Background: an optimization exercise with open tools, aiming at small area. Do not read the settings as production practice. Function was checked by simulation only, so behaviour that the tests miss may differ from the original. Power figures rest on the tool's default switching activity, not on a simulated workload.

run 1:
// scct_top
module scct_top (
   input  logic              clk,
   input  logic              rst,
   input  logic              wb_cyc_i,
   input  logic              wb_stb_i,
   input  logic              wb_we_i,
   input  logic [ADR_W-1:0]  wb_adr_i,
   input  logic [DAT_W-1:0]  wb_dat_i,
   output logic [DAT_W-1:0]  wb_dat_o,
   output logic              wb_ack_o,
   input  logic [NUM_CH-1:0] pins_i,
   output logic [NUM_CH-1:0] pins_o,
   output logic              irq_o
);
   logic              ack_q;
   logic [DAT_W-1:0]  rdat_q;
   logic              req;
   logic              wr;
   logic [15:0]       wsel;
   logic [DAT_W-1:0]  rd_mux;
   assign req = wb_cyc_i & wb_stb_i & ~ack_q;
   assign wr  = ack_q & wb_we_i;
   always_comb begin
      wsel = '0;
      wsel[wb_adr_i] = wr;
   end
   logic [PSC_W-1:0] psc_q;
   logic [PSC_W-1:0] pcnt_q;
   logic [CTR_W-1:0] ctr_q;
   logic             ctr_ie_q;
   logic             ctr_is_q;
   logic             tick_q;
   logic             step;
   logic             wrap;
   assign step = (pcnt_q >= psc_q);
   assign wrap = step & (&ctr_q) & ~wsel[REG_CTR];
   always_ff @(posedge clk or posedge rst) begin
      if (rst) begin
         ack_q    <= 1'b0;
         psc_q    <= '0;
         pcnt_q   <= '0;
         ctr_q    <= '0;
         ctr_ie_q <= 1'b0;
         ctr_is_q <= 1'b0;
         tick_q   <= 1'b0;
      end else begin
         ack_q <= req;
         if (wsel[REG_PSC])    psc_q    <= wb_dat_i[PSC_W-1:0];
         if (wsel[REG_CTR_IE]) ctr_ie_q <= wb_dat_i[0];
         if (wsel[REG_CTR]) begin
            ctr_q  <= wb_dat_i;
            pcnt_q <= '0;
            tick_q <= 1'b0;
         end else if (step) begin
            ctr_q  <= ctr_q + 1'b1;
  ...
==> flow/config.mk <==
export PLATFORM = sky130hd
export DESIGN_NAME = scct_top
export DESIGN_NICKNAME = scct_top
export VERILOG_FILES = /design/flow/design.v
export SDC_FILE = /design/flow/constraint.sdc
export NUM_CORES = 4
export LEC_CHECK = 0
export CAP_MARGIN = 20
export CORE_MARGIN = 2
export CORE_UTILIZATION = 40
export PLACE_DENSITY = 0.6
export SLEW_MARGIN = 20
==> flow/constraint.sdc <==
create_clock -name core_clock -period 10.0 [get_ports {clk}]
set_input_delay 2.0000 -clock core_clock [delete_from_list [all_inputs] [get_ports {clk}]]
set_output_delay 2.0000 -clock core_clock [all_outputs]
set_load 0.01 [all_outputs]
standard.sh (not shown) runs the stock make flow with config.mk's settings and CLKGATE_MAP_FILE= SYNTH_SCRIPT=/design/flow/synth_recipe.tcl, a recipe that flattens the netlist after the stock synthesis.
==> flow/flow/run.sh <==
#!/bin/bash
# Own layout flow: the standard.sh with
#  - an area-oriented ABC script in synthesis (flow/synth.tcl, flow/area.abc),
#  - the smallest buffer on every input and output port,
#  - a clock tree without dummy loads, built from clkbuf_8 with larger sink clusters.
# Every tool's output goes to the ORFS logs under orfs/logs; make's own output to flow_make.log.
set -euo pipefail
W=$(pwd)
export BUFFER_PORTS_ARGS="-buffer_cell sky130_fd_sc_hd__buf_1"
export CTS_ARGS="-sink_clustering_enable -repair_clock_nets -dont_use_dummy_load -buf_list sky130_fd_sc_hd__clkbuf_16 -sink_clustering_size 30 -sink_clustering_max_diameter 60"
sed "s#SYNTH_SCRIPT=[^ ]*#SYNTH_SCRIPT=$W/flow/synth.tcl #" standard.sh > own_standard.sh
bash own_standard.sh finish > flow_make.log 2>&1
==> flow/flow/area.abc <==
strash
&get -n
&fraig -x
&put
dc2
strash
&get -n
&deepsyn -T 20
&put
strash
&get -n
&dch -f
&nf -R 1000 -p -F 8 -A 4 -C 32
&put
==> flow/flow/synth.tcl <==
# The standard flow's synthesis (synth_recipe.tcl, unchanged) with an area-oriented ABC script
# for the combinational mapping; registers are mapped exactly as in the standard flow's synthesis.
set flowdir [file dirname [file normalize [info script]]]
set ::my_abc_script $flowdir/area.abc
proc abc {args} {
  set i [lsearch -exact $args -script]
  if {$i >= 0} { set args [lreplace $args [expr {$i+1}] [expr {$i+1}] $::my_abc_script] }
  yosys abc {*}$args
}
source [file dirname $flowdir]/synth_recipe.tcl
Here is what was changed in the inputs of run 2 compared with run 1.
- swapping 20 for 0 in SLEW_MARGIN
- swapping 20 for 0 in CAP_MARGIN
--- a/flow/flow/run.sh
+++ b/flow/flow/run.sh
@@ -9,3 +9,3 @@
 export BUFFER_PORTS_ARGS="-buffer_cell sky130_fd_sc_hd__buf_1"
-export CTS_ARGS="-sink_clustering_enable -repair_clock_nets -dont_use_dummy_load -buf_list sky130_fd_sc_hd__clkbuf_16 -sink_clustering_size 30 -sink_clustering_max_diameter 60"
+export CTS_ARGS="-sink_clustering_enable -repair_clock_nets -dont_use_dummy_load -buf_list sky130_fd_sc_hd__clkbuf_8 -sink_clustering_size 20 -sink_clustering_max_diameter 40"
 sed "s#SYNTH_SCRIPT=[^ ]*#SYNTH_SCRIPT=$W/flow/synth.tcl #" standard.sh > own_standard.sh
Findings:
On non-clock inverter total of the final layout, run 2 tracks run 1 almost exactly. Run 1 -> run 2: number of maximum-capacitance violations delta 0, exact match. Going from run 1 to run 2, post-synthesis xor/xnor area fraction stayed essentially flat, least setup slack across all paths after layout saw a decrease, register-to-register slack went down, fmax now smaller, non-clock buffer count shrank by 0.95%. Run 1 has lower final-layout clock buffer total than run 2. More vias were needed by run 2 than by run 1. Global-route wire length before repair for run 2 is higher than for run 1. Status | run 1 and run 2 | clean. On design area, run 1 tracks run 2 almost exactly.
Edits applied to the flow inputs when going from run 2 to run 3:
- changing SLEW_MARGIN from 0 to 20
- changing CAP_MARGIN from 0 to 20
--- a/flow/flow/run.sh
+++ b/flow/flow/run.sh
@@ -9,3 +9,3 @@
 export BUFFER_PORTS_ARGS="-buffer_cell sky130_fd_sc_hd__buf_1"
-export CTS_ARGS="-sink_clustering_enable -repair_clock_nets -dont_use_dummy_load -buf_list sky130_fd_sc_hd__clkbuf_8 -sink_clustering_size 20 -sink_clustering_max_diameter 40"
+export CTS_ARGS="-sink_clustering_enable -repair_clock_nets -dont_use_dummy_load -buf_list sky130_fd_sc_hd__clkbuf_8 -sink_clustering_size 15 -sink_clustering_max_diameter 50"
 sed "s#SYNTH_SCRIPT=[^ ]*#SYNTH_SCRIPT=$W/flow/synth.tcl #" standard.sh > own_standard.sh
Notes after the runs:
Run 3 vs run 2, reported net switching power went down by 0.000029 W.
Going from run 2 to run 3, slew at the pin closest to its max-slew limit shrinks by 43 ps.
The met3 capacity usage during global routing reported for run 3 is smaller than that of run 2 by 1.1 points.
Run 2 consumes more power than run 3.
Layout filler cell count in run 3 vs run 2: up 0.42%
Share of power burned in the clock network in run 3 vs run 2: down 2.3 points
Diff run 2 -> run 3 | sequential share of cell area | increase of 0.35 points
Summary: with run 2 as the reference, total met3 wirelength after detailed routing in run 3 moved down by a little under 10%.
## Diff of input files: run 4 against run 3
- putting CTS_BUF_LIST at sky130_fd_sc_hd__clkbuf_4 where nothing was set
==> flow/run.sh (new file) <==
#!/bin/bash
# synth_recipe.tcl (not shown) runs the flow's synth.tcl, then flattens the netlist and writes it again
# the make line also repeats each setting of config.mk as NAME=value (left out here)
make -C /OpenROAD-flow-scripts/flow DESIGN_CONFIG=/design/flow/config.mk WORK_HOME=/design/flow/orfs CLKGATE_MAP_FILE= SYNTH_SCRIPT=/design/flow/synth_recipe.tcl finish
removed: flow/flow/run.sh
removed: flow/flow/area.abc
removed: flow/flow/synth.tcl
removed: flow/standard.sh
==> summary.txt <==
- In the reports for run 4 and run 3, the larger sequential share of layout area belongs to run 3.
- Setup slack of the critical path after layout, run 4 and run 3, higher one = run 4.
- Final area in run 4 is 15% above run 3.
- Internal cell power of run 4 exceeds that of run 3 by more than 10%.
- Taking run 3 as the reference point, the number of cells in the finished layout apart from fillers of run 4 rises by 306.
- Time the final worst path needs with I/O delays and setup down 1600 ps in run 4 wrt run 3
- For the critical path depth in cells, run 4 came in 25 lower than run 3 did.
- Comparing run 4 and run 3, the lower footprint of the multi-input gates was measured on run 3.

## re-timing with driven ports
No port has a modelled driver above. Below, the same layouts with a new extraction and two added sets of constraints.
Step 1, drivers: a clkbuf_16 drives clk and a buf_2 each remaining input, both assumed.
Step 2 adds t to the input delays and takes it off the output delays; t is the mean of the earliest and latest rising clock arrival at the registers after step 1. Input paths then give back, and output paths get back, about the clock's delay inside the block.
Slacks: no drivers / after step 1 / after step 2; pairs: no drivers / after step 1.
| run | t, ns | setup slack, ns | worst slew at a driven data input, ns |
|---|---|---|---|
| run 1 | 0.591 | 3.622 / 3.622 / 3.622 | 0.04 |
| run 2 | 0.658 | 3.525 / 3.525 / 3.525 | 0.04 |
| run 3 | 0.584 | 3.600 / 3.600 / 3.600 | 0.04 |
| run 4 | 0.787 | 5.198 / 5.212 / 4.424 | 0.06 |
After both steps setup and hold are still met in every run listed. For run 4, which loses most, drivers alone change the setup slack by +0.014 ns; drivers and shift together by -0.774 ns.
